What follows belongs to an exercise in optimizing a design on an open flow for small area, a short achievable clock period and few clock cycles per item; a production flow would make more cautious choices. No functional check of the RTL was part of any run shown here.

==> flow/design.v, too long to show whole: its modules and the start of the top module <==
// module mac_fa: 10 lines
// module mac_aoi21: 3 lines
// module mac_oai21: 3 lines
// module mac_nand2: 3 lines
// module mac_nor2: 3 lines
// module mac_xnor2: 3 lines
// module mac_or2: 3 lines
// module mac_ha: 9 lines
// module wallace_mac: 2015 lines
module wallace_mac (
    input  wire        clk,
    input  wire        arst_n,
    input  wire        req,
    output logic       ack,
    input  wire [15:0] a,
    input  wire [15:0] b,
    input  wire [31:0] acc,
    input  wire        cin,
    output logic [32:0] result
);
  // ...
==> flow/flow/run.sh <==
#!/bin/bash
# The standard layout (the standard.sh: ORFS synthesis and place and route,
# unchanged), except that the port buffers that global placement inserts on
# every input and output use a plain buffer cell rather than the delay cell
# the resizer would pick by default.
set -euo pipefail
export BUFFER_PORTS_ARGS="-buffer_cell ${PORT_BUFFER:-sky130_fd_sc_hd__buf_2}"
bash standard.sh > standard_flow.log 2>&1
==> flow/standard.sh <==
#!/bin/bash
# synth_recipe.tcl (not shown) runs the flow's synth.tcl, then flattens the netlist and writes it again
# the make line also repeats each setting of config.mk as NAME=value (left out here)
make -C /OpenROAD-flow-scripts/flow DESIGN_CONFIG=/design/flow/config.mk WORK_HOME=/design/flow/orfs CLKGATE_MAP_FILE= SYNTH_SCRIPT=/design/flow/synth_recipe.tcl "${@:-finish}"
==> flow/config.mk <==
export PLATFORM = sky130hd
export DESIGN_NAME = wallace_mac
export DESIGN_NICKNAME = wallace_mac
export VERILOG_FILES = /design/flow/design.v
export SDC_FILE = /design/flow/constraint.sdc
export NUM_CORES = 4
export LEC_CHECK = 0
export CAP_MARGIN = 20
export CORE_MARGIN = 2
export CORE_UTILIZATION = 40
export CTS_BUF_LIST = sky130_fd_sc_hd__clkbuf_8
export SETUP_SLACK_MARGIN = 2.0
export SLEW_MARGIN = 20
export SYNTH_HIERARCHICAL = 1
export SYNTH_MINIMUM_KEEP_SIZE = 0
==> flow/constraint.sdc <==
create_clock -name core_clock -period 6.0 [get_ports {clk}]
set_input_delay 1.2000 -clock core_clock [delete_from_list [all_inputs] [get_ports {clk}]]
set_output_delay 1.2000 -clock core_clock [all_outputs]
set_load 0.01 [all_outputs]
==> run notes, run 1 <==
Multi-input gate area 0.00747 mm^2; hpwl dp 17.5 mm; Crit-path slowest cell fa_1; hold slack 0.562 ns; synthesis-to-layout area growth 5.36%; CP top delay family adder cells; grt total ovfl 0; number of antenna violations at the first check in global routing 4; Synth Area in Compound Gates 6.01%; Core Box Area ~0.024 mm^2; Non-clock buffers ~110; Num CTS Buffers 9; WP buf/inv 2; largest cells by area after synthesis fa_1, dfxtp_1, nand2_1; Worst setup SP type flop; global-route wire length before repair 36.9 mm; status no timing/DRC/antenna violations; clock-pin slew on the worst setup and hold paths 0.10 ns; H-tree Lvls 3; worst setup margin between 1.5 and 2 ns; Final Cycle Share a little under three quarters; Worst-Margin Slew 0.576 ns; WL final 23.4 mm; Seq/total area 14.3%; Seq/Total Area, Yosys 15.1%; Signal buf overhead between 6 and 7%; fin nets 1308; Setup TNS 0 ns; largest family of logic cells by synthesized area adder cells
==> run 2: changes to the inputs <==
--- a/flow/design.v
+++ b/flow/design.v
@@ -1103,25 +1103,27 @@
     wire s_25;
     wire s_26;
     wire s_27;
     wire s_28;
     wire s_29;
     wire s_30;
     wire s_31;
     wire s_32;
-    logic r_fc_148;
+    logic r_fc_146;
+    logic r_fs_148;
+    logic r_fc_147;
     logic r_fs_150;
+    logic r_fc_148;
     logic r_fc_149;
     logic r_fs_152;
     logic r_fc_150;
     logic r_fc_151;
-    logic r_fs_137;
-    logic r_fc_179;
-    logic r_fs_180;
+    logic r_fc_172;
+    logic r_fs_173;
     logic r_fs_139;
     logic r_fc_180;
     logic r_fs_181;
     logic r_fs_141;
     logic r_fc_181;
     logic r_fs_182;
     logic r_fs_143;
     logic r_fc_182;
@@ -1129,64 +1131,64 @@
     logic r_fs_145;
     logic r_fc_183;
     logic r_fs_184;
     logic r_fs_147;
     logic r_fc_184;
     logic r_fs_185;
     logic r_fs_149;
     logic r_fc_185;
-    logic r_fs_186;
     logic r_fs_151;
-    logic r_fc_186;
     logic r_fs_153;
-    logic r_fs_155;
+    logic r_fc_153;
     logic r_fs_189;
     logic r_fc_155;
-    logic r_fc_189;
     logic r_fs_190;
+    logic r_fc_189;
     logic r_fc_157;
     logic r_fs_191;
     logic r_fc_190;
     logic r_fs_161;
-    logic r_fc_191;
     logic r_fs_192;
-    logic r_fs_163;
-    logic r_fc_192;
-    logic r_fs_193;
+    logic r_fc_191;
     logic r_fs_199;
+    logic r_hc_14;
+    logic r_fs_201;
+    logic r_fc_201;
+    logic r_fs_202;
+    logic r_fc_202;
+    logic r_fs_203;
     logic r_fc_203;
     logic r_fs_204;
     logic r_fc_204;
     logic r_fs_205;
     logic r_fc_205;
     logic r_fs_206;
     logic r_fc_206;
+    logic r_fs_207;
+    logic r_fc_207;
+    logic r_fs_220;
     logic r_fs_221;
+    logic r_fc_220;
     logic r_fs_222;
     logic r_fc_221;
     logic r_fs_223;
     logic r_fc_222;
     logic r_fs_224;
     logic r_fc_223;
     logic r_fs_225;
     logic r_fc_224;
     logic r_fs_226;
     logic r_fc_225;
     logic r_nacc_31;
     logic r_fc_226;
-    logic r_G3_7;
+    logic r_G2_3;
     logic r_p0_1;
-    logic r_p0_7;
-    logic r_G3_6;
     logic r_s_2;
     logic r_s_3;
-    logic r_s_4;
-    logic r_s_5;
-    logic r_s_6;
     assign pp_0_0 = ~(a[0] & b[0]);
     assign pp_0_1 = ~(a[0] & b[1]);
     assign pp_0_2 = ~(a[0] & b[2]);
     assign pp_0_3 = ~(a[0] & b[3]);
     assign pp_0_4 = ~(a[0] & b[4]);
     assign pp_0_5 = ~(a[0] & b[5]);
     assign pp_0_6 = ~(a[0] & b[6]);
     assign pp_0_7 = ~(a[0] & b[7]);
@@ -1573,35 +1575,35 @@
     mac_fa u_fa_90 (.x(fs_35), .y(fs_36), .z(fs_37), .s(fs_90), .c(fc_90));
     mac_xnor2 u_ha_6s (.a(fc_34), .b(fs_38), .y(hs_6));
     mac_or2 u_ha_6c (.a(fc_34), .b(fs_38), .y(hc_6));
     mac_fa u_fa_91 (.x(fc_35), .y(fc_36), .z(fc_37), .s(fs_91), .c(fc_91));
     mac_fa u_fa_92 (.x(fs_39), .y(fs_40), .z(fc_38), .s(fs_92), .c(fc_92));
     mac_xnor2 u_ha_7s (.a(fs_41), .b(fs_42), .y(hs_7));
     mac_or2 u_ha_7c (.a(fs_41), .b(fs_42), .y(hc_7));
     mac_fa u_fa_93 (.x(fc_39), .y(fc_40), .z(fs_43), .s(fs_93), .c(fc_93));
-    mac_fa u_fa_94 (.x(fc_41), .y(fs_44), .z(fc_42), .s(fs_94), .c(fc_94));
+    mac_fa u_fa_94 (.x(fs_44), .y(fc_41), .z(fc_42), .s(fs_94), .c(fc_94));
     mac_xnor2 u_ha_8s (.a(fs_45), .b(fs_46), .y(hs_8));
     mac_or2 u_ha_8c (.a(fs_45), .b(fs_46), .y(hc_8));
     mac_fa u_fa_95 (.x(fc_43), .y(fs_47), .z(fc_44), .s(fs_95), .c(fc_95));
     mac_fa u_fa_96 (.x(fc_45), .y(fc_46), .z(fs_48), .s(fs_96), .c(fc_96));
     mac_xnor2 u_ha_9s (.a(fs_49), .b(fs_50), .y(hs_9));
     mac_or2 u_ha_9c (.a(fs_49), .b(fs_50), .y(hc_9));
     mac_fa u_fa_97 (.x(fc_47), .y(fs_51), .z(fs_52), .s(fs_97), .c(fc_97));
     mac_fa u_fa_98 (.x(fs_17), .y(fc_48), .z(fc_49), .s(fs_98), .c(fc_98));
     mac_fa u_fa_99 (.x(fc_50), .y(fs_53), .z(fs_54), .s(fs_99), .c(fc_99));
     mac_fa u_fa_100 (.x(fc_51), .y(fc_52), .z(fs_55), .s(fs_100), .c(fc_100));
-    mac_fa u_fa_101 (.x(fs_56), .y(fs_19), .z(fc_53), .s(fs_101), .c(fc_101));
-    mac_fa u_fa_102 (.x(fs_57), .y(fc_54), .z(fs_58), .s(fs_102), .c(fc_102));
+    mac_fa u_fa_101 (.x(fs_56), .y(fs_19), .z(fs_57), .s(fs_101), .c(fc_101));
+    mac_fa u_fa_102 (.x(fc_53), .y(fc_54), .z(fs_58), .s(fs_102), .c(fc_102));
     mac_fa u_fa_103 (.x(fc_55), .y(fc_56), .z(fs_59), .s(fs_103), .c(fc_103));
     mac_fa u_fa_104 (.x(fs_60), .y(fs_61), .z(fs_20), .s(fs_104), .c(fc_104));
     mac_fa u_fa_105 (.x(fc_57), .y(fc_58), .z(fs_62), .s(fs_105), .c(fc_105));
     mac_fa u_fa_106 (.x(fc_59), .y(fc_60), .z(fc_61), .s(fs_106), .c(fc_106));
-    mac_fa u_fa_107 (.x(fc_20), .y(fs_63), .z(fs_64), .s(fs_107), .c(fc_107));
-    mac_fa u_fa_108 (.x(fs_65), .y(fs_66), .z(fc_62), .s(fs_108), .c(fc_108));
+    mac_fa u_fa_107 (.x(fs_63), .y(fs_64), .z(fs_65), .s(fs_107), .c(fc_107));
+    mac_fa u_fa_108 (.x(fs_66), .y(fc_20), .z(fc_62), .s(fs_108), .c(fc_108));
     mac_fa u_fa_109 (.x(pp_14_7), .y(pp_15_6), .z(fc_63), .s(fs_109), .c(fc_109));
     mac_fa u_fa_110 (.x(fc_64), .y(fc_65), .z(fc_66), .s(fs_110), .c(fc_110));
     mac_fa u_fa_111 (.x(fs_67), .y(fs_68), .z(fs_69), .s(fs_111), .c(fc_111));
     mac_fa u_fa_112 (.x(pp_12_10), .y(pp_13_9), .z(pp_14_8), .s(fs_112), .c(fc_112));
     mac_fa u_fa_113 (.x(pp_15_7), .y(fc_67), .z(fc_68), .s(fs_113), .c(fc_113));
     mac_fa u_fa_114 (.x(fc_69), .y(fs_70), .z(fs_71), .s(fs_114), .c(fc_114));
     mac_fa u_fa_115 (.x(pp_10_13), .y(pp_11_12), .z(pp_12_11), .s(fs_115), .c(fc_115));
     mac_fa u_fa_116 (.x(pp_13_10), .y(pp_14_9), .z(pp_15_8), .s(fs_116), .c(fc_116));
@@ -1639,30 +1641,30 @@
     mac_fa u_fa_142 (.x(fc_89), .y(fc_90), .z(fs_91), .s(fs_142), .c(fc_142));
     mac_fa u_fa_143 (.x(hc_6), .y(hs_7), .z(fs_92), .s(fs_143), .c(fc_143));
     mac_fa u_fa_144 (.x(fc_91), .y(fs_93), .z(hc_7), .s(fs_144), .c(fc_144));
     mac_fa u_fa_145 (.x(hs_8), .y(fc_92), .z(fs_94), .s(fs_145), .c(fc_145));
     mac_fa u_fa_146 (.x(fc_93), .y(fs_95), .z(hc_8), .s(fs_146), .c(fc_146));
     mac_fa u_fa_147 (.x(hs_9), .y(fc_94), .z(fs_96), .s(fs_147), .c(fc_147));
     mac_fa u_fa_148 (.x(fs_97), .y(fc_95), .z(hc_9), .s(fs_148), .c(fc_148));
     mac_fa u_fa_149 (.x(fc_96), .y(fs_98), .z(fs_99), .s(fs_149), .c(fc_149));
-    mac_fa u_fa_150 (.x(fc_97), .y(fs_100), .z(fc_98), .s(fs_150), .c(fc_150));
-    mac_fa u_fa_151 (.x(fs_101), .y(fc_99), .z(fs_102), .s(fs_151), .c(fc_151));
+    mac_fa u_fa_150 (.x(fc_97), .y(fs_100), .z(fs_101), .s(fs_150), .c(fc_150));
+    mac_fa u_fa_151 (.x(fc_98), .y(fc_99), .z(fs_102), .s(fs_151), .c(fc_151));
     mac_fa u_fa_152 (.x(fc_100), .y(fs_103), .z(fs_104), .s(fs_152), .c(fc_152));
     mac_fa u_fa_153 (.x(fc_101), .y(fc_102), .z(fs_105), .s(fs_153), .c(fc_153));
     mac_fa u_fa_154 (.x(fc_103), .y(fc_104), .z(fs_106), .s(fs_154), .c(fc_154));
-    mac_fa u_fa_155 (.x(fs_107), .y(fc_105), .z(fs_108), .s(fs_155), .c(fc_155));
-    mac_fa u_fa_156 (.x(fc_106), .y(fs_109), .z(fc_107), .s(fs_156), .c(fc_156));
+    mac_fa u_fa_155 (.x(fs_107), .y(fs_108), .z(fc_105), .s(fs_155), .c(fc_155));
+    mac_fa u_fa_156 (.x(fs_109), .y(fc_106), .z(fc_107), .s(fs_156), .c(fc_156));
     mac_fa u_fa_157 (.x(fs_110), .y(fs_111), .z(fc_108), .s(fs_157), .c(fc_157));
     mac_fa u_fa_158 (.x(fs_112), .y(fc_109), .z(fc_110), .s(fs_158), .c(fc_158));
     mac_fa u_fa_159 (.x(fc_111), .y(fs_113), .z(fs_114), .s(fs_159), .c(fc_159));
     mac_fa u_fa_160 (.x(fc_112), .y(fs_115), .z(fs_116), .s(fs_160), .c(fc_160));
     mac_fa u_fa_161 (.x(fc_113), .y(fc_114), .z(fs_117), .s(fs_161), .c(fc_161));
     mac_fa u_fa_162 (.x(fc_115), .y(fc_116), .z(fs_118), .s(fs_162), .c(fc_162));
-    mac_fa u_fa_163 (.x(fs_119), .y(fc_117), .z(fs_120), .s(fs_163), .c(fc_163));
+    mac_fa u_fa_163 (.x(fs_119), .y(fs_120), .z(fc_117), .s(fs_163), .c(fc_163));
     mac_fa u_fa_164 (.x(pp_15_10), .y(fc_118), .z(fc_119), .s(fs_164), .c(fc_164));
     mac_fa u_fa_165 (.x(fs_121), .y(fs_122), .z(fc_120), .s(fs_165), .c(fc_165));
     mac_fa u_fa_166 (.x(pp_13_13), .y(pp_14_12), .z(pp_15_11), .s(fs_166), .c(fc_166));
     mac_fa u_fa_167 (.x(fc_121), .y(fc_122), .z(fs_123), .s(fs_167), .c(fc_167));
     mac_fa u_fa_168 (.x(nacc_27), .y(pp_12_15), .z(pp_13_14), .s(fs_168), .c(fc_168));
     mac_fa u_fa_169 (.x(pp_14_13), .y(pp_15_12), .z(fc_123), .s(fs_169), .c(fc_169));
     mac_fa u_fa_170 (.x(nacc_28), .y(pp_13_15), .z(pp_14_14), .s(fs_170), .c(fc_170));
     mac_fa u_fa_171 (.x(nacc_2), .y(pp_0_2), .z(pp_1_1), .s(fs_171), .c(fc_171));
@@ -1674,99 +1676,73 @@
     mac_fa u_fa_177 (.x(hc_12), .y(fc_129), .z(fs_130), .s(fs_177), .c(fc_177));
     mac_fa u_fa_178 (.x(fc_130), .y(fs_132), .z(fc_131), .s(fs_178), .c(fc_178));
     mac_fa u_fa_179 (.x(fc_132), .y(fs_134), .z(fc_133), .s(fs_179), .c(fc_179));
     mac_fa u_fa_180 (.x(fc_134), .y(fs_136), .z(fc_135), .s(fs_180), .c(fc_180));
     mac_fa u_fa_181 (.x(fc_136), .y(fc_137), .z(fs_138), .s(fs_181), .c(fc_181));
     mac_fa u_fa_182 (.x(fc_138), .y(fs_140), .z(fc_139), .s(fs_182), .c(fc_182));
     mac_fa u_fa_183 (.x(fc_140), .y(fs_142), .z(fc_141), .s(fs_183), .c(fc_183));
     mac_fa u_fa_184 (.x(fc_142), .y(fs_144), .z(fc_143), .s(fs_184), .c(fc_184));
-    mac_fa u_fa_185 (.x(fc_144), .y(fc_145), .z(fs_146), .s(fs_185), .c(fc_185));
-    mac_fa u_fa_186 (.x(fc_146), .y(fs_148), .z(fc_147), .s(fs_186), .c(fc_186));
-    mac_fa u_fa_189 (.x(fc_152), .y(fs_154), .z(fc_153), .s(fs_189), .c(fc_189));
+    mac_fa u_fa_185 (.x(fc_144), .y(fs_146), .z(fc_145), .s(fs_185), .c(fc_185));
+    mac_fa u_fa_189 (.x(fc_152), .y(fs_154), .z(fs_155), .s(fs_189), .c(fc_189));
     mac_fa u_fa_190 (.x(fc_154), .y(fs_156), .z(fs_157), .s(fs_190), .c(fc_190));
-    mac_fa u_fa_191 (.x(fc_156), .y(fs_158), .z(fs_159), .s(fs_191), .c(fc_191));
+    mac_fa u_fa_191 (.x(fs_158), .y(fc_156), .z(fs_159), .s(fs_191), .c(fc_191));
     mac_fa u_fa_192 (.x(fs_160), .y(fc_158), .z(fc_159), .s(fs_192), .c(fc_192));
-    mac_fa u_fa_193 (.x(fc_160), .y(fs_162), .z(fc_161), .s(fs_193), .c(fc_193));
+    mac_fa u_fa_193 (.x(fc_160), .y(fs_162), .z(fs_163), .s(fs_193), .c(fc_193));
     mac_fa u_fa_194 (.x(fc_162), .y(fs_164), .z(fs_165), .s(fs_194), .c(fc_194));
     mac_fa u_fa_195 (.x(fs_166), .y(fc_164), .z(fs_167), .s(fs_195), .c(fc_195));
-    mac_fa u_fa_196 (.x(fc_166), .y(fs_168), .z(fc_167), .s(fs_196), .c(fc_196));
+    mac_fa u_fa_196 (.x(fc_166), .y(fs_168), .z(fs_169), .s(fs_196), .c(fc_196));
     mac_fa u_fa_197 (.x(pp_15_13), .y(fc_168), .z(fs_170), .s(fs_197), .c(fc_197));
     mac_fa u_fa_198 (.x(nacc_29), .y(pp_14_15), .z(pp_15_14), .s(fs_198), .c(fc_198));
     mac_fa u_fa_199 (.x(nacc_0), .y(ncin), .z(pp_0_0), .s(fs_199), .c(fc_199));
     mac_fa u_fa_200 (.x(nacc_1), .y(pp_0_1), .z(pp_1_0), .s(fs_200), .c(fc_200));
     mac_xnor2 u_ha_13s (.a(pp_2_0), .b(fs_171), .y(hs_13));
     mac_or2 u_ha_13c (.a(pp_2_0), .b(fs_171), .y(hc_13));
     mac_xnor2 u_ha_14s (.a(fc_171), .b(fs_172), .y(hs_14));
     mac_or2 u_ha_14c (.a(fc_171), .b(fs_172), .y(hc_14));
-    mac_xnor2 u_ha_15s (.a(fc_172), .b(fs_173), .y(hs_15));
-    mac_or2 u_ha_15c (.a(fc_172), .b(fs_173), .y(hc_15));
     mac_fa u_fa_201 (.x(hs_10), .y(fc_173), .z(fs_174), .s(fs_201), .c(fc_201));
-    mac_fa u_fa_202 (.x(fc_174), .y(fs_128), .z(fs_175), .s(fs_202), .c(fc_202));
+    mac_fa u_fa_202 (.x(fs_128), .y(fc_174), .z(fs_175), .s(fs_202), .c(fc_202));
     mac_fa u_fa_203 (.x(fs_129), .y(fc_175), .z(fs_176), .s(fs_203), .c(fc_203));
-    mac_fa u_fa_204 (.x(fc_176), .y(fs_131), .z(fs_177), .s(fs_204), .c(fc_204));
-    mac_fa u_fa_205 (.x(fc_177), .y(fs_133), .z(fs_178), .s(fs_205), .c(fc_205));
+    mac_fa u_fa_204 (.x(fs_131), .y(fc_176), .z(fs_177), .s(fs_204), .c(fc_204));
+    mac_fa u_fa_205 (.x(fs_133), .y(fc_177), .z(fs_178), .s(fs_205), .c(fc_205));
     mac_fa u_fa_206 (.x(fs_135), .y(fc_178), .z(fs_179), .s(fs_206), .c(fc_206));
-    mac_fa u_fa_221 (.x(fc_163), .y(fc_193), .z(fs_194), .s(fs_221), .c(fc_221));
+    mac_fa u_fa_207 (.x(fs_137), .y(fc_179), .z(fs_180), .s(fs_207), .c(fc_207));
+    mac_fa u_fa_220 (.x(fc_161), .y(fs_193), .z(fc_192), .s(fs_220), .c(fc_220));
+    mac_fa u_fa_221 (.x(fc_163), .y(fs_194), .z(fc_193), .s(fs_221), .c(fc_221));
     mac_fa u_fa_222 (.x(fc_165), .y(fs_195), .z(fc_194), .s(fs_222), .c(fc_222));
-    mac_fa u_fa_223 (.x(fs_169), .y(fc_195), .z(fs_196), .s(fs_223), .c(fc_223));
+    mac_fa u_fa_223 (.x(fc_167), .y(fs_196), .z(fc_195), .s(fs_223), .c(fc_223));
     mac_fa u_fa_224 (.x(fc_169), .y(fs_197), .z(fc_196), .s(fs_224), .c(fc_224));
-    mac_fa u_fa_225 (.x(fc_170), .y(fs_198), .z(fc_197), .s(fs_225), .c(fc_225));
+    mac_fa u_fa_225 (.x(fs_198), .y(fc_170), .z(fc_197), .s(fs_225), .c(fc_225));
     mac_fa u_fa_226 (.x(nacc_30), .y(pp_15_15), .z(fc_198), .s(fs_226), .c(fc_226));
     assign g0_1 = fc_199 & fs_200;
     assign p0_1 = fc_199 ^ fs_200;
     assign g0_2 = fc_200 & hs_13;
     assign p0_2 = fc_200 ^ hs_13;
     assign g0_3 = hc_13 & hs_14;
     assign p0_3 = hc_13 ^ hs_14;
-    assign g0_4 = hc_14 & hs_15;
-    assign p0_4 = hc_14 ^ hs_15;
-    assign g0_5 = hc_15 & fs_201;
-    assign p0_5 = hc_15 ^ fs_201;
-    assign g0_6 = fc_201 & fs_202;
-    assign p0_6 = fc_201 ^ fs_202;
-    assign g0_7 = fc_202 & fs_203;
-    assign p0_7 = fc_202 ^ fs_203;
     assign G1_1 = g0_1 | (p0_1 & 1'b1);
     mac_aoi21 u_G1_3 (.a(p0_3), .b(g0_2), .c(g0_3), .y(G1_3));
     mac_nand2 u_P1_3 (.a(p0_3), .b(p0_2), .y(P1_3));
-    mac_aoi21 u_G1_5 (.a(p0_5), .b(g0_4), .c(g0_5), .y(G1_5));
-    mac_nand2 u_P1_5 (.a(p0_5), .b(p0_4), .y(P1_5));
-    mac_aoi21 u_G1_7 (.a(p0_7), .b(g0_6), .c(g0_7), .y(G1_7));
-    mac_nand2 u_P1_7 (.a(p0_7), .b(p0_6), .y(P1_7));
     mac_aoi21 u_G2_2 (.a(p0_2), .b(G1_1), .c(g0_2), .y(G2_2));
     assign i_G1_1 = ~G1_1;
     mac_oai21 u_G2_3 (.a(P1_3), .b(i_G1_1), .c(G1_3), .y(G2_3));
-    assign i_G1_5 = ~G1_5;
-    mac_aoi21 u_G2_6 (.a(p0_6), .b(i_G1_5), .c(g0_6), .y(G2_6));
-    assign i_P1_5 = ~P1_5;
-    mac_nand2 u_P2_6 (.a(p0_6), .b(i_P1_5), .y(P2_6));
-    mac_oai21 u_G2_7 (.a(P1_7), .b(G1_5), .c(G1_7), .y(G2_7));
-    mac_nor2 u_P2_7 (.a(P1_7), .b(P1_5), .y(P2_7));
-    mac_aoi21 u_G3_4 (.a(p0_4), .b(G2_3), .c(g0_4), .y(G3_4));
-    mac_aoi21 u_G3_5 (.a(i_P1_5), .b(G2_3), .c(i_G1_5), .y(G3_5));
-    assign i_G2_6 = ~G2_6;
-    assign i_P2_6 = ~P2_6;
-    mac_aoi21 u_G3_6 (.a(i_P2_6), .b(G2_3), .c(i_G2_6), .y(G3_6));
-    mac_aoi21 u_G3_7 (.a(P2_7), .b(G2_3), .c(G2_7), .y(G3_7));
     assign s_2 = ~(p0_2 ^ G1_1);
     assign s_3 = p0_3 ^ G2_2;
-    assign s_4 = ~(p0_4 ^ G2_3);
-    assign s_5 = p0_5 ^ G3_4;
-    assign s_6 = p0_6 ^ G3_5;
     always_ff @(posedge clk) begin
-        r_fc_148 <= fc_148;
+        r_fc_146 <= fc_146;
+        r_fs_148 <= fs_148;
+        r_fc_147 <= fc_147;
         r_fs_150 <= fs_150;
+        r_fc_148 <= fc_148;
         r_fc_149 <= fc_149;
         r_fs_152 <= fs_152;
         r_fc_150 <= fc_150;
         r_fc_151 <= fc_151;
-        r_fs_137 <= fs_137;
-        r_fc_179 <= fc_179;
-        r_fs_180 <= fs_180;
+        r_fc_172 <= fc_172;
+        r_fs_173 <= fs_173;
         r_fs_139 <= fs_139;
         r_fc_180 <= fc_180;
         r_fs_181 <= fs_181;
         r_fs_141 <= fs_141;
         r_fc_181 <= fc_181;
         r_fs_182 <= fs_182;
         r_fs_143 <= fs_143;
         r_fc_182 <= fc_182;
@@ -1774,130 +1750,143 @@
         r_fs_145 <= fs_145;
         r_fc_183 <= fc_183;
         r_fs_184 <= fs_184;
         r_fs_147 <= fs_147;
         r_fc_184 <= fc_184;
         r_fs_185 <= fs_185;
         r_fs_149 <= fs_149;
         r_fc_185 <= fc_185;
-        r_fs_186 <= fs_186;
         r_fs_151 <= fs_151;
-        r_fc_186 <= fc_186;
         r_fs_153 <= fs_153;
-        r_fs_155 <= fs_155;
+        r_fc_153 <= fc_153;
         r_fs_189 <= fs_189;
         r_fc_155 <= fc_155;
-        r_fc_189 <= fc_189;
         r_fs_190 <= fs_190;
+        r_fc_189 <= fc_189;
         r_fc_157 <= fc_157;
         r_fs_191 <= fs_191;
         r_fc_190 <= fc_190;
         r_fs_161 <= fs_161;
-        r_fc_191 <= fc_191;
         r_fs_192 <= fs_192;
-        r_fs_163 <= fs_163;
-        r_fc_192 <= fc_192;
-        r_fs_193 <= fs_193;
+        r_fc_191 <= fc_191;
         r_fs_199 <= fs_199;
+        r_hc_14 <= hc_14;
+        r_fs_201 <= fs_201;
+        r_fc_201 <= fc_201;
+        r_fs_202 <= fs_202;
+        r_fc_202 <= fc_202;
+        r_fs_203 <= fs_203;
         r_fc_203 <= fc_203;
         r_fs_204 <= fs_204;
         r_fc_204 <= fc_204;
         r_fs_205 <= fs_205;
         r_fc_205 <= fc_205;
         r_fs_206 <= fs_206;
         r_fc_206 <= fc_206;
+        r_fs_207 <= fs_207;
+        r_fc_207 <= fc_207;
+        r_fs_220 <= fs_220;
         r_fs_221 <= fs_221;
+        r_fc_220 <= fc_220;
         r_fs_222 <= fs_222;
         r_fc_221 <= fc_221;
         r_fs_223 <= fs_223;
         r_fc_222 <= fc_222;
         r_fs_224 <= fs_224;
         r_fc_223 <= fc_223;
         r_fs_225 <= fs_225;
         r_fc_224 <= fc_224;
         r_fs_226 <= fs_226;
         r_fc_225 <= fc_225;
         r_nacc_31 <= nacc_31;
         r_fc_226 <= fc_226;
-        r_G3_7 <= G3_7;
+        r_G2_3 <= G2_3;
         r_p0_1 <= p0_1;
-        r_p0_7 <= p0_7;
-        r_G3_6 <= G3_6;
         r_s_2 <= s_2;
         r_s_3 <= s_3;
-        r_s_4 <= s_4;
-        r_s_5 <= s_5;
-        r_s_6 <= s_6;
     end
-    mac_fa u_fa_187 (.x(r_fc_148), .y(r_fs_150), .z(r_fc_149), .s(fs_187), .c(fc_187));
+    mac_fa u_fa_186 (.x(r_fc_146), .y(r_fs_148), .z(r_fc_147), .s(fs_186), .c(fc_186));
+    mac_fa u_fa_187 (.x(r_fs_150), .y(r_fc_148), .z(r_fc_149), .s(fs_187), .c(fc_187));
     mac_fa u_fa_188 (.x(r_fs_152), .y(r_fc_150), .z(r_fc_151), .s(fs_188), .c(fc_188));
-    mac_fa u_fa_207 (.x(r_fs_137), .y(r_fc_179), .z(r_fs_180), .s(fs_207), .c(fc_207));
+    mac_xnor2 u_ha_15s (.a(r_fc_172), .b(r_fs_173), .y(hs_15));
+    mac_or2 u_ha_15c (.a(r_fc_172), .b(r_fs_173), .y(hc_15));
     mac_fa u_fa_208 (.x(r_fs_139), .y(r_fc_180), .z(r_fs_181), .s(fs_208), .c(fc_208));
     mac_fa u_fa_209 (.x(r_fs_141), .y(r_fc_181), .z(r_fs_182), .s(fs_209), .c(fc_209));
     mac_fa u_fa_210 (.x(r_fs_143), .y(r_fc_182), .z(r_fs_183), .s(fs_210), .c(fc_210));
     mac_fa u_fa_211 (.x(r_fs_145), .y(r_fc_183), .z(r_fs_184), .s(fs_211), .c(fc_211));
     mac_fa u_fa_212 (.x(r_fs_147), .y(r_fc_184), .z(r_fs_185), .s(fs_212), .c(fc_212));
-    mac_fa u_fa_213 (.x(r_fs_149), .y(r_fc_185), .z(r_fs_186), .s(fs_213), .c(fc_213));
-    mac_fa u_fa_214 (.x(r_fs_151), .y(r_fc_186), .z(fs_187), .s(fs_214), .c(fc_214));
+    mac_fa u_fa_213 (.x(r_fs_149), .y(r_fc_185), .z(fs_186), .s(fs_213), .c(fc_213));
+    mac_fa u_fa_214 (.x(r_fs_151), .y(fc_186), .z(fs_187), .s(fs_214), .c(fc_214));
     mac_fa u_fa_215 (.x(r_fs_153), .y(fc_187), .z(fs_188), .s(fs_215), .c(fc_215));
-    mac_fa u_fa_216 (.x(r_fs_155), .y(fc_188), .z(r_fs_189), .s(fs_216), .c(fc_216));
-    mac_fa u_fa_217 (.x(r_fc_155), .y(r_fc_189), .z(r_fs_190), .s(fs_217), .c(fc_217));
+    mac_fa u_fa_216 (.x(r_fc_153), .y(r_fs_189), .z(fc_188), .s(fs_216), .c(fc_216));
+    mac_fa u_fa_217 (.x(r_fc_155), .y(r_fs_190), .z(r_fc_189), .s(fs_217), .c(fc_217));
     mac_fa u_fa_218 (.x(r_fc_157), .y(r_fs_191), .z(r_fc_190), .s(fs_218), .c(fc_218));
-    mac_fa u_fa_219 (.x(r_fs_161), .y(r_fc_191), .z(r_fs_192), .s(fs_219), .c(fc_219));
-    mac_fa u_fa_220 (.x(r_fs_163), .y(r_fc_192), .z(r_fs_193), .s(fs_220), .c(fc_220));
+    mac_fa u_fa_219 (.x(r_fs_161), .y(r_fs_192), .z(r_fc_191), .s(fs_219), .c(fc_219));
     assign p0_0 = ~r_fs_199;
+    assign g0_4 = r_hc_14 & hs_15;
+    assign p0_4 = r_hc_14 ^ hs_15;
+    assign g0_5 = hc_15 & r_fs_201;
+    assign p0_5 = hc_15 ^ r_fs_201;
+    assign g0_6 = r_fc_201 & r_fs_202;
+    assign p0_6 = r_fc_201 ^ r_fs_202;
+    assign g0_7 = r_fc_202 & r_fs_203;
+    assign p0_7 = r_fc_202 ^ r_fs_203;
     assign g0_8 = r_fc_203 & r_fs_204;
     assign p0_8 = r_fc_203 ^ r_fs_204;
     assign g0_9 = r_fc_204 & r_fs_205;
     assign p0_9 = r_fc_204 ^ r_fs_205;
     assign g0_10 = r_fc_205 & r_fs_206;
     assign p0_10 = r_fc_205 ^ r_fs_206;
-    assign g0_11 = r_fc_206 & fs_207;
-    assign p0_11 = r_fc_206 ^ fs_207;
-    assign g0_12 = fc_207 & fs_208;
-    assign p0_12 = fc_207 ^ fs_208;
+    assign g0_11 = r_fc_206 & r_fs_207;
+    assign p0_11 = r_fc_206 ^ r_fs_207;
+    assign g0_12 = r_fc_207 & fs_208;
+    assign p0_12 = r_fc_207 ^ fs_208;
     assign g0_13 = fc_208 & fs_209;
     assign p0_13 = fc_208 ^ fs_209;
     assign g0_14 = fc_209 & fs_210;
     assign p0_14 = fc_209 ^ fs_210;
     assign g0_15 = fc_210 & fs_211;
     assign p0_15 = fc_210 ^ fs_211;
     assign g0_16 = fc_211 & fs_212;
     assign p0_16 = fc_211 ^ fs_212;
     assign g0_17 = fc_212 & fs_213;
     assign p0_17 = fc_212 ^ fs_213;
     assign g0_18 = fc_213 & fs_214;
     assign p0_18 = fc_213 ^ fs_214;
     assign g0_19 = fc_214 & fs_215;
     assign p0_19 = fc_214 ^ fs_215;
-    assign g0_20 = fc_215 & fs_216;
-    assign p0_20 = fc_215 ^ fs_216;
-    assign g0_21 = fc_216 & fs_217;
-    assign p0_21 = fc_216 ^ fs_217;
+    assign g0_20 = fs_216 & fc_215;
+    assign p0_20 = fs_216 ^ fc_215;
+    assign g0_21 = fs_217 & fc_216;
+    assign p0_21 = fs_217 ^ fc_216;
     assign g0_22 = fs_218 & fc_217;
     assign p0_22 = fs_218 ^ fc_217;
-    assign g0_23 = fc_218 & fs_219;
-    assign p0_23 = fc_218 ^ fs_219;
-    assign g0_24 = fc_219 & fs_220;
-    assign p0_24 = fc_219 ^ fs_220;
-    assign g0_25 = fc_220 & r_fs_221;
-    assign p0_25 = fc_220 ^ r_fs_221;
+    assign g0_23 = fs_219 & fc_218;
+    assign p0_23 = fs_219 ^ fc_218;
+    assign g0_24 = r_fs_220 & fc_219;
+    assign p0_24 = r_fs_220 ^ fc_219;
+    assign g0_25 = r_fs_221 & r_fc_220;
+    assign p0_25 = r_fs_221 ^ r_fc_220;
     assign g0_26 = r_fs_222 & r_fc_221;
     assign p0_26 = r_fs_222 ^ r_fc_221;
     assign g0_27 = r_fs_223 & r_fc_222;
     assign p0_27 = r_fs_223 ^ r_fc_222;
     assign g0_28 = r_fs_224 & r_fc_223;
     assign p0_28 = r_fs_224 ^ r_fc_223;
     assign g0_29 = r_fs_225 & r_fc_224;
     assign p0_29 = r_fs_225 ^ r_fc_224;
     assign g0_30 = r_fs_226 & r_fc_225;
     assign p0_30 = r_fs_226 ^ r_fc_225;
     assign g0_31 = r_nacc_31 & r_fc_226;
     assign p0_31 = r_nacc_31 ^ r_fc_226;
+    mac_aoi21 u_G1_5 (.a(p0_5), .b(g0_4), .c(g0_5), .y(G1_5));
+    mac_nand2 u_P1_5 (.a(p0_5), .b(p0_4), .y(P1_5));
+    mac_aoi21 u_G1_7 (.a(p0_7), .b(g0_6), .c(g0_7), .y(G1_7));
+    mac_nand2 u_P1_7 (.a(p0_7), .b(p0_6), .y(P1_7));
     mac_aoi21 u_G1_9 (.a(p0_9), .b(g0_8), .c(g0_9), .y(G1_9));
     mac_nand2 u_P1_9 (.a(p0_9), .b(p0_8), .y(P1_9));
     mac_aoi21 u_G1_11 (.a(p0_11), .b(g0_10), .c(g0_11), .y(G1_11));
     mac_nand2 u_P1_11 (.a(p0_11), .b(p0_10), .y(P1_11));
     mac_aoi21 u_G1_13 (.a(p0_13), .b(g0_12), .c(g0_13), .y(G1_13));
     mac_nand2 u_P1_13 (.a(p0_13), .b(p0_12), .y(P1_13));
     mac_aoi21 u_G1_15 (.a(p0_15), .b(g0_14), .c(g0_15), .y(G1_15));
     mac_nand2 u_P1_15 (.a(p0_15), .b(p0_14), .y(P1_15));
@@ -1912,16 +1901,22 @@
     mac_aoi21 u_G1_25 (.a(p0_25), .b(g0_24), .c(g0_25), .y(G1_25));
     mac_nand2 u_P1_25 (.a(p0_25), .b(p0_24), .y(P1_25));
     mac_aoi21 u_G1_27 (.a(p0_27), .b(g0_26), .c(g0_27), .y(G1_27));
     mac_nand2 u_P1_27 (.a(p0_27), .b(p0_26), .y(P1_27));
     mac_aoi21 u_G1_29 (.a(p0_29), .b(g0_28), .c(g0_29), .y(G1_29));
     mac_nand2 u_P1_29 (.a(p0_29), .b(p0_28), .y(P1_29));
     mac_aoi21 u_G1_31 (.a(p0_31), .b(g0_30), .c(g0_31), .y(G1_31));
     mac_nand2 u_P1_31 (.a(p0_31), .b(p0_30), .y(P1_31));
+    assign i_G1_5 = ~G1_5;
+    mac_aoi21 u_G2_6 (.a(p0_6), .b(i_G1_5), .c(g0_6), .y(G2_6));
+    assign i_P1_5 = ~P1_5;
+    mac_nand2 u_P2_6 (.a(p0_6), .b(i_P1_5), .y(P2_6));
+    mac_oai21 u_G2_7 (.a(P1_7), .b(G1_5), .c(G1_7), .y(G2_7));
+    mac_nor2 u_P2_7 (.a(P1_7), .b(P1_5), .y(P2_7));
     assign i_G1_9 = ~G1_9;
     mac_aoi21 u_G2_10 (.a(p0_10), .b(i_G1_9), .c(g0_10), .y(G2_10));
     assign i_P1_9 = ~P1_9;
     mac_nand2 u_P2_10 (.a(p0_10), .b(i_P1_9), .y(P2_10));
     mac_oai21 u_G2_11 (.a(P1_11), .b(G1_9), .c(G1_11), .y(G2_11));
     mac_nor2 u_P2_11 (.a(P1_11), .b(P1_9), .y(P2_11));
     assign i_G1_13 = ~G1_13;
     mac_aoi21 u_G2_14 (.a(p0_14), .b(i_G1_13), .c(g0_14), .y(G2_14));
@@ -1948,16 +1943,22 @@
     mac_oai21 u_G2_27 (.a(P1_27), .b(G1_25), .c(G1_27), .y(G2_27));
     mac_nor2 u_P2_27 (.a(P1_27), .b(P1_25), .y(P2_27));
     assign i_G1_29 = ~G1_29;
     mac_aoi21 u_G2_30 (.a(p0_30), .b(i_G1_29), .c(g0_30), .y(G2_30));
     assign i_P1_29 = ~P1_29;
     mac_nand2 u_P2_30 (.a(p0_30), .b(i_P1_29), .y(P2_30));
     mac_oai21 u_G2_31 (.a(P1_31), .b(G1_29), .c(G1_31), .y(G2_31));
     mac_nor2 u_P2_31 (.a(P1_31), .b(P1_29), .y(P2_31));
+    mac_aoi21 u_G3_4 (.a(p0_4), .b(r_G2_3), .c(g0_4), .y(G3_4));
+    mac_aoi21 u_G3_5 (.a(i_P1_5), .b(r_G2_3), .c(i_G1_5), .y(G3_5));
+    assign i_G2_6 = ~G2_6;
+    assign i_P2_6 = ~P2_6;
+    mac_aoi21 u_G3_6 (.a(i_P2_6), .b(r_G2_3), .c(i_G2_6), .y(G3_6));
+    mac_aoi21 u_G3_7 (.a(P2_7), .b(r_G2_3), .c(G2_7), .y(G3_7));
     mac_aoi21 u_G3_12 (.a(p0_12), .b(G2_11), .c(g0_12), .y(G3_12));
     mac_nand2 u_P3_12 (.a(p0_12), .b(P2_11), .y(P3_12));
     mac_aoi21 u_G3_13 (.a(i_P1_13), .b(G2_11), .c(i_G1_13), .y(G3_13));
     mac_nand2 u_P3_13 (.a(i_P1_13), .b(P2_11), .y(P3_13));
     assign i_G2_14 = ~G2_14;
     assign i_P2_14 = ~P2_14;
     mac_aoi21 u_G3_14 (.a(i_P2_14), .b(G2_11), .c(i_G2_14), .y(G3_14));
     mac_nand2 u_P3_14 (.a(i_P2_14), .b(P2_11), .y(P3_14));
@@ -1980,26 +1981,26 @@
     assign i_G2_30 = ~G2_30;
     assign i_P2_30 = ~P2_30;
     mac_aoi21 u_G3_30 (.a(i_P2_30), .b(G2_27), .c(i_G2_30), .y(G3_30));
     mac_nand2 u_P3_30 (.a(i_P2_30), .b(P2_27), .y(P3_30));
     mac_aoi21 u_G3_31 (.a(P2_31), .b(G2_27), .c(G2_31), .y(G3_31));
     mac_nand2 u_P3_31 (.a(P2_31), .b(P2_27), .y(P3_31));
     assign i_g0_8 = ~g0_8;
     assign i_p0_8 = ~p0_8;
-    mac_oai21 u_G4_8 (.a(i_p0_8), .b(r_G3_7), .c(i_g0_8), .y(G4_8));
-    mac_oai21 u_G4_9 (.a(P1_9), .b(r_G3_7), .c(G1_9), .y(G4_9));
-    mac_oai21 u_G4_10 (.a(P2_10), .b(r_G3_7), .c(G2_10), .y(G4_10));
+    mac_oai21 u_G4_8 (.a(i_p0_8), .b(G3_7), .c(i_g0_8), .y(G4_8));
+    mac_oai21 u_G4_9 (.a(P1_9), .b(G3_7), .c(G1_9), .y(G4_9));
+    mac_oai21 u_G4_10 (.a(P2_10), .b(G3_7), .c(G2_10), .y(G4_10));
     assign i_G2_11 = ~G2_11;
     assign i_P2_11 = ~P2_11;
-    mac_oai21 u_G4_11 (.a(i_P2_11), .b(r_G3_7), .c(i_G2_11), .y(G4_11));
-    mac_oai21 u_G4_12 (.a(P3_12), .b(r_G3_7), .c(G3_12), .y(G4_12));
-    mac_oai21 u_G4_13 (.a(P3_13), .b(r_G3_7), .c(G3_13), .y(G4_13));
-    mac_oai21 u_G4_14 (.a(P3_14), .b(r_G3_7), .c(G3_14), .y(G4_14));
-    mac_oai21 u_G4_15 (.a(P3_15), .b(r_G3_7), .c(G3_15), .y(G4_15));
+    mac_oai21 u_G4_11 (.a(i_P2_11), .b(G3_7), .c(i_G2_11), .y(G4_11));
+    mac_oai21 u_G4_12 (.a(P3_12), .b(G3_7), .c(G3_12), .y(G4_12));
+    mac_oai21 u_G4_13 (.a(P3_13), .b(G3_7), .c(G3_13), .y(G4_13));
+    mac_oai21 u_G4_14 (.a(P3_14), .b(G3_7), .c(G3_14), .y(G4_14));
+    mac_oai21 u_G4_15 (.a(P3_15), .b(G3_7), .c(G3_15), .y(G4_15));
     assign i_g0_24 = ~g0_24;
     assign i_p0_24 = ~p0_24;
     mac_oai21 u_G4_24 (.a(i_p0_24), .b(G3_23), .c(i_g0_24), .y(G4_24));
     mac_nor2 u_P4_24 (.a(i_p0_24), .b(P3_23), .y(P4_24));
     mac_oai21 u_G4_25 (.a(P1_25), .b(G3_23), .c(G1_25), .y(G4_25));
     mac_nor2 u_P4_25 (.a(P1_25), .b(P3_23), .y(P4_25));
     mac_oai21 u_G4_26 (.a(P2_26), .b(G3_23), .c(G2_26), .y(G4_26));
     mac_nor2 u_P4_26 (.a(P2_26), .b(P3_23), .y(P4_26));
@@ -2038,18 +2039,21 @@
     mac_aoi21 u_G5_26 (.a(P4_26), .b(G4_15), .c(G4_26), .y(G5_26));
     mac_aoi21 u_G5_27 (.a(P4_27), .b(G4_15), .c(G4_27), .y(G5_27));
     mac_aoi21 u_G5_28 (.a(P4_28), .b(G4_15), .c(G4_28), .y(G5_28));
     mac_aoi21 u_G5_29 (.a(P4_29), .b(G4_15), .c(G4_29), .y(G5_29));
     mac_aoi21 u_G5_30 (.a(P4_30), .b(G4_15), .c(G4_30), .y(G5_30));
     mac_aoi21 u_G5_31 (.a(P4_31), .b(G4_15), .c(G4_31), .y(G5_31));
     assign s_0 = ~(p0_0 ^ 1'b1);
     assign s_1 = ~(r_p0_1 ^ 1'b1);
-    assign s_7 = r_p0_7 ^ r_G3_6;
-    assign s_8 = p0_8 ^ r_G3_7;
+    assign s_4 = ~(p0_4 ^ r_G2_3);
+    assign s_5 = p0_5 ^ G3_4;
+    assign s_6 = p0_6 ^ G3_5;
+    assign s_7 = p0_7 ^ G3_6;
+    assign s_8 = p0_8 ^ G3_7;
     assign s_9 = ~(p0_9 ^ G4_8);
     assign s_10 = ~(p0_10 ^ G4_9);
     assign s_11 = ~(p0_11 ^ G4_10);
     assign s_12 = ~(p0_12 ^ G4_11);
     assign s_13 = ~(p0_13 ^ G4_12);
     assign s_14 = ~(p0_14 ^ G4_13);
     assign s_15 = ~(p0_15 ^ G4_14);
     assign s_16 = ~(p0_16 ^ G4_15);
@@ -2064,11 +2068,11 @@
     assign s_25 = p0_25 ^ G5_24;
     assign s_26 = p0_26 ^ G5_25;
     assign s_27 = p0_27 ^ G5_26;
     assign s_28 = p0_28 ^ G5_27;
     assign s_29 = p0_29 ^ G5_28;
     assign s_30 = p0_30 ^ G5_29;
     assign s_31 = p0_31 ^ G5_30;
     assign s_32 = 1'b0 ^ G5_31;
-    assign result = {s_32, s_31, s_30, s_29, s_28, s_27, s_26, s_25, s_24, s_23, s_22, s_21, s_20, s_19, s_18, s_17, s_16, s_15, s_14, s_13, s_12, s_11, s_10, s_9, s_8, s_7, r_s_6, r_s_5, r_s_4, r_s_3, r_s_2, s_1, s_0};
+    assign result = {s_32, s_31, s_30, s_29, s_28, s_27, s_26, s_25, s_24, s_23, s_22, s_21, s_20, s_19, s_18, s_17, s_16, s_15, s_14, s_13, s_12, s_11, s_10, s_9, s_8, s_7, s_6, s_5, s_4, r_s_3, r_s_2, s_1, s_0};
 endmodule
 `default_nettype wire
==> run 2 against run 1 <==
- synthesized area increased by 0.40%
- still clean
- largest cell class unchanged
- setup slack better by 0.0081 ns
- critical endpoint is now result[28]
- die area grew 0.39%
==> run notes, run 2 <==
Num CTS Buffers 9 (unchanged); via-per-instance ratio 4.95; share of layout cells above drive strength 1 a little under a quarter; most common cell in the netlist nand2_1; Post-synth EDFFs 0; Die Ht 162 um; RePlAce Congestion between 0.8 and 0.9; # port buffers slightly above 100; largest cells by area after synthesis fa_1, dfxtp_1, nand2_1; Setup crit end kind output port; Hold-fix buffers, CTS 0; Core Box Area 0.0245 mm^2 (unchanged); Seq/Total Area, Yosys 15.4% (+0.34 points); Ys Warns 7; largest net degree at the start of global routing 17; I/O pin count 102; row count 57; H-tree Lvls 3 (unchanged); fin crit period between 4 and 5 ns; total clock sinks 77; Root Driver clkbuf_8; Max Root-Sink Buffers 2; First-pass DRT Iterations 5; DRC viols 0; commonest non-fill, non-tap cell in the layout nand2_1; Yosys reg bits between 70 and 80; WP buf/inv 1 (-1); Yosys top cell area share 45.0%; hpwl dp 17.4 mm (-1.0%); Crit-path slowest cell fa_1; most frequent cells in the layout nand2_1, fa_1, buf_2; Final Cycle Share 70.9% (-0.14 points); Setup TNS 0 ns (unchanged); max incr delay on CP between 0.5 and 0.6 ns; global-route wire length before repair 37.5 mm (+1.6%); Post-DRT Antenna Nets 0; Starting Density between 40% and 50%; highest net fanout along the worst path 4; WS Path Type flop to output port; via count 6511; fin nets 1313 (+0.38%); Worst-Margin Slew 0.524 ns (-0.0519 ns); synthesis-to-layout area growth 4.72%; status no timing/DRC/antenna violations; DIE WIDTH 162 um; most instantiated cells after synthesis nand2_1, fa_1, inv_1; grt total ovfl 0 (unchanged); Post-Synthesis Cells 955; number of antenna violations at the first check in global routing 1 (-3); Worst setup SP type flop; clock-pin slew on the worst setup and hold paths 0.10 ns (about the same); Post-Place Cells 1284; Synth area leader fa_1; RSZ-0062 raised after global routing yes; TritonCTS clock tree done; GR Util All Layers 18.6%; synthesized area 0.0100 mm^2; Die ar. 0.0264 mm^2; initial drt markers 443; Layout Cells excl Fill 1315; Setup violations, final 0; final hold violations 0; asr flop ratio synth 1.30%; syn_nets 1283; post-synth cell types 16; Synth Area per Inst 10.5 um^2; Core Util, Final ~43%; Critical Path AT 3.06 ns; vias in the first global route a little over 7000; Synth Flop Type dfxtp_1; Slew HR 64.8%; fin. max-slew vios 0; WL final 23.0 mm (-2.0%); Required @ worst endpoint 4.80 ns; Max-Cap Viols 0; fillers ~2300; Fmax 0.235 GHz; worst min-delay path category input port to asynchronous set/reset pin; cell breakdown of the critical path fa_1, fa_1, ha_4, nand2_2, o21ai_4, a21oi_2, o21ai_1, a21oi_2, xor2_1, buf_2; wire length per cell roughly 17 um; CP top delay family adder cells
==> run 2: cell types whose count changed after synthesis <==
cell	before	now
dfxtp_1	74	76
==> run 2: cells by family after synthesis <==
kind of cell | after synthesis | synth area share (%)
flip-flops | 77 | 15.4
AO/OA/AOI/OAI | 79 | 5.99
XOR/XNOR | 45 | 3.92
buffers and inverters | 174 | 12.7
adder cells (fa/ha/maj) | 260 | 49.3
AND/OR/NAND/NOR | 320 | 12.7
==> run 2: area by class of cell <==
class	instances	area, um^2	area share [%]
Timing Repair Buffer	115	633	6.02
Inverter	77	289	2.75
Multi-Input combinational cell	705	7460	70.9
Antenna cell	1	2.50	0.0238
Tap cell	324	405	3.85
Clock buffer	9	124	1.18
Sequential cell	77	1550	14.7
Clock inverter	7	55.1	0.523
==> run 2: how the worst max path moves through the flow <==
stage	startpoint	to	slack (ns)	depth (start not counted)
6_report	r_fc_150	result[28]	1.74	10
4_1_cts	r_fc_150	result[28]	1.71	10
2_1_floorplan	r_fc_148	result[26]	2.00	10
5_1_grt	r_fc_150	result[31]	1.61	10
3_5_place_dp	r_fs_148	result[31]	1.67	10
3_3_place_gp	r_fs_148	result[31]	1.68	10
==> run 2: timing repair <==
action,in CTS,in global routing
endpoints found under the setup margin,17,17
setup buffers,6,7
pin swaps,16,9
gates resized for setup,34,10
cloned,1,0
==> run 2: routing by layer <==
layer,wire length (um),share of wire [%],up-vias,global-route usage [%]
met5,10,0.044,-,0
met4,655,2.9,2,6.28
met3,1750,7.6,51,4.58
met2,11000,48,262,30.6
met1,9540,42,3314,24.1
li1,-,-,2882,-
==> run 2: stage by stage <==
stage | hold WS, ns | setup slack [ns] | area (um^2)
floorplan | 0.904 | 2.00 | 10000
global placement | 0.975 | 1.68 | 9980
detailed placement | 0.975 | 1.67 | 9980
CTS | 0.540 | 1.71 | 10400
global route | 0.551 | 1.61 | 10500
finish | 0.566 | 1.74 | 10500
==> run 2: modules after synthesis (local to each module, per instance) <==
module       cells inside  cell area [um^2]  flops+latches  copies in the design
mac_fa                  1              20.0              0                   226
mac_xnor2               1              8.76              0                    15
mac_or2                 1              6.26              0                    15
mac_aoi21               1              8.76              0                    55
mac_nand2               1              3.75              0                    34
mac_oai21               1              5.00              0                    24
mac_nor2                1              3.75              0                    15
wallace_mac           571              4510             77                     1

[re-timing with driven ports]
No port has a modelled driver above. Below, the same layouts with a new extraction and two added sets of constraints. Step 1, drivers: a clkbuf_16 drives clk and a buf_2 each remaining input, both assumed. Step 2, shift: input delay + t, output delay - t, t = (earliest + latest rising clock arrival at the registers) / 2. This alone moves slack from input paths to output paths. a / b / c = no drivers / after step 1 / after step 2; a / b = the first two.
| run | t, ns | setup slack, ns | hold WS [ns] | slew at the worst register clock pin (ns) | cell pins on the clock port's net |
|---|---|---|---|---|---|
| run 1 | 0.415 | 1.737 / 1.696 / 1.676 | 0.562 / 0.545 / 0.960 | 0.10 / 0.10 | 1 |
| run 2 | 0.417 | 1.745 / 1.701 / 1.737 | 0.566 / 0.546 / 0.963 | 0.10 / 0.10 | 1 |
After both steps setup and hold are still met in every run listed. For run 1, which loses most, drivers alone change the setup slack by -0.041 ns; drivers and shift together by -0.061 ns.
